This is an optimization exercise on Yosys and OpenROAD, whose aim is small area, a short achievable clock period and few clock cycles per item, not a production implementation. Function was checked by simulation only, so behaviour that the tests miss may differ from the original. Power and IR drop assume default switching activity.

Design servo_slew_limiter, start of the top module:
module servo_slew_limiter (
    input  logic        clk,
    input  logic        rst_n,
    input  logic        cmd_valid,
    output logic        cmd_stall,
    input  logic        cmd_op,
    input  logic [15:0] cmd_raw_angle,
    output logic        res_valid,
    input  logic        res_stall,
    output logic [7:0]  res_target_angle,
    output logic [7:0]  res_current_angle,
    output logic [11:0] res_target_pulse_us,
    output logic [11:0] res_drive_pulse_us,
    output logic        res_drive_updated,
    input  logic        cfg_valid,
    output logic        cfg_ready,
    input  logic [1:0]  cfg_index,
    input  logic [15:0] cfg_data
);
Size: roughly 1500 cells after synthesis, ~200 flip-flops, about 84 I/O pins.
Settings: LEC_CHECK=0, CAP_MARGIN=20, CORE_MARGIN=2, CORE_UTILIZATION=40, CTS_BUF_LIST=sky130_fd_sc_hd__clkbuf_8, CTS_CLUSTER_SIZE=40, PLACE_DENSITY=0.6, SETUP_SLACK_MARGIN=4.6, SLEW_MARGIN=20; clock period 9.0 ns.
run.sh (not shown) runs the stock make flow with config.mk's settings and CLKGATE_MAP_FILE= SYNTH_SCRIPT=/design/flow/synth_recipe.tcl, a recipe that flattens the netlist after the stock synthesis.
Testbench counts at the start, summed over its fixed seeds: cycles 24,208, items 24,000.
==> next run, changes <==
Settings changed: CORE_UTILIZATION 40 to 55, PLACE_DENSITY 0.6 to 0.7, SETUP_SLACK_MARGIN 4.6 to 5.
The changed run went through all stages and came out clean. Worst setup slack gets better by 270 ps. Non-clock buffer count went up by 36. Core utilization went up by 18 points. Cell count shrinks by 4.6%. Fmax climbs by 6.8%. Global-route usage climbs by 6.6 points. Final area grows by 2.0%. Synthesized cell count stays the same. Sequential power stays flat. Die area shrinks by 27%.
==> next run, changes <==
Settings changed: CORE_UTILIZATION 55 to 40, PLACE_DENSITY 0.7 to 0.6.
=> The changed run passed the timing, design-rule and antenna checks. Power rose by 3.7%. Area after synthesis does not change. Global-route usage went down by 6.1 points. Register-to-register slack is better by 70 ps. Worst hold slack hardly moves. Critical path depth goes down by 12.
==> next run, changes <==
Settings changed: CTS_BUF_LIST sky130_fd_sc_hd__clkbuf_8 to unset, CTS_CLUSTER_SIZE 40 to unset.
- The changed run went through all stages and came out clean
- wire length barely changes
- sequential share of layout area falls by 0.26 points
- cell area grows slightly
- global-route usage stays flat
- worst setup slack barely changes

========
## run A
Another version of the RTL of servo_slew_limiter (not shown whole).
Size: about 1500 cells after synthesis, about 200 flip-flops, roughly 84 I/O pins, about 0.015 mm² of cells after synthesis.
export LEC_CHECK = 0
export CAP_MARGIN = 20
export CORE_MARGIN = 2
export CORE_UTILIZATION = 40
export PLACE_DENSITY = 0.6
export SETUP_SLACK_MARGIN = 5
export SLEW_MARGIN = 20
export TNS_END_PERCENT = 10
create_clock -name core_clock -period 9.0 [get_ports {clk}]
Every stage of the flow completed for run A, and the final layout passed the timing, design-rule and antenna checks.
Testbench counts of run A, summed over its fixed seeds: cycles 24,208, items 24,000.
The following lists how run B was set up differently from run A:
diff --git a/flow/config.mk b/flow/config.mk
--- a/flow/config.mk
+++ b/flow/config.mk
@@ -12,3 +12,2 @@
 export SETUP_SLACK_MARGIN = 5
 export SLEW_MARGIN = 20
-export TNS_END_PERCENT = 10
## What came out
Summary of run B over run A: combinational power increased about 6%, internal power summed over all cells increased about 4%, total wire length increased 1.8%, number of buffers other than clock buffers in the final layout increased 19.
A category of the critical setup timing path of in2out is what run B shows, while reg2reg belongs to run A.
Diff run B..run A | count of clock-buffer cells in the layout | unchanged
Cmp run B and run A / largest fanout on the critical path / higher: run A
Input-level comparison between run C and run B:
diff --git a/flow/config.mk b/flow/config.mk
--- a/flow/config.mk
+++ b/flow/config.mk
@@ -9,4 +9,5 @@
 export CORE_MARGIN = 2
 export CORE_UTILIZATION = 40
+export GPL_TIMING_DRIVEN = 0
 export PLACE_DENSITY = 0.6
 export SETUP_SLACK_MARGIN = 5
[summary]
- Fraction of layout cells with a size suffix above 1 is lower on run B
- Between run B and run C, the detailed-route via count is lower for run B.
- From run B to run C the numbers moved as follows: count of placed standard cells including taps climbed about 2%, count of input and output buffers dropped about 6%, growth of design area from synthesis to finish climbed 1.1 points, total stage count of the critical path climbed 11, switching power dropped 0.55%.
- Per the comparison of run C with run B, global-route wire length before repair went up 1.6%, number of buffer and inverter instances along the worst setup path went up 4, logic gate share of total power held, register-to-register slack went down 0.30 ns.
- Result for run B and run C: all clean
[inputs] run D vs run C
diff --git a/flow/config.mk b/flow/config.mk
--- a/flow/config.mk
+++ b/flow/config.mk
@@ -8,7 +8,6 @@
 export CAP_MARGIN = 20
 export CORE_MARGIN = 2
-export CORE_UTILIZATION = 40
-export GPL_TIMING_DRIVEN = 0
-export PLACE_DENSITY = 0.6
+export CORE_UTILIZATION = 50
+export PLACE_DENSITY = 0.65
 export SETUP_SLACK_MARGIN = 5
 export SLEW_MARGIN = 20
## What came out
Every stage of the flow completed for run D, and the final layout passed the timing, design-rule and antenna checks.
Changes observed in run D relative to run C: critical path depth decreased 11, number of cells on the worst reg-to-reg path decreased 1, met1 layer usage reported by global route increased 4.5 points.
Power: run D and run C compared, lower one is run C
In the flow results for run D and run C, the initial standard-cell utilization of the core is smaller on run C.

-- separate check: timing with driven ports --
The flow's constraints put no driver on any port. The routed layouts listed below were extracted and timed again, unchanged, in two steps. Step 1 assumes that a clkbuf_16 drives the clock port and a buf_2 every other input. Step 2 adds t to the input delays and takes it off the output delays; t is the mean of the earliest and latest rising clock arrival at the registers after step 1. Input paths then give back, and output paths get back, about the clock's delay inside the block. Three values: no drivers, after step 1, after step 2; two values: the first two.
run	shift t [ns]	setup slack, ns	worst setup path at the end	worst register clock-pin slew, ns
the first run of note 1	0.532	4.698 / 4.681 / 4.589	input to register	0.11 / 0.11
the second run of note 1	0.524	4.972 / 4.972 / 4.641	input to register	0.11 / 0.11
the third run of note 1	0.520	5.018 / 4.987 / 4.724	input to register	0.11 / 0.11
the fourth run of note 1	0.495	5.015 / 4.991 / 4.663	input to register	0.08 / 0.08
run A	0.497	4.926 / 4.926 / 4.511	input to register	0.08 / 0.08
run B	0.496	5.029 / 4.990 / 4.636	input to register	0.08 / 0.08
run C	0.499	4.735 / 4.735 / 4.659	input to register	0.08 / 0.08
run D	0.492	5.042 / 4.998 / 4.598	input to register	0.08 / 0.08
After both steps setup and hold are still met in every run listed. For run D, which loses most, drivers alone change the setup slack by -0.044 ns; drivers and shift together by -0.444 ns.
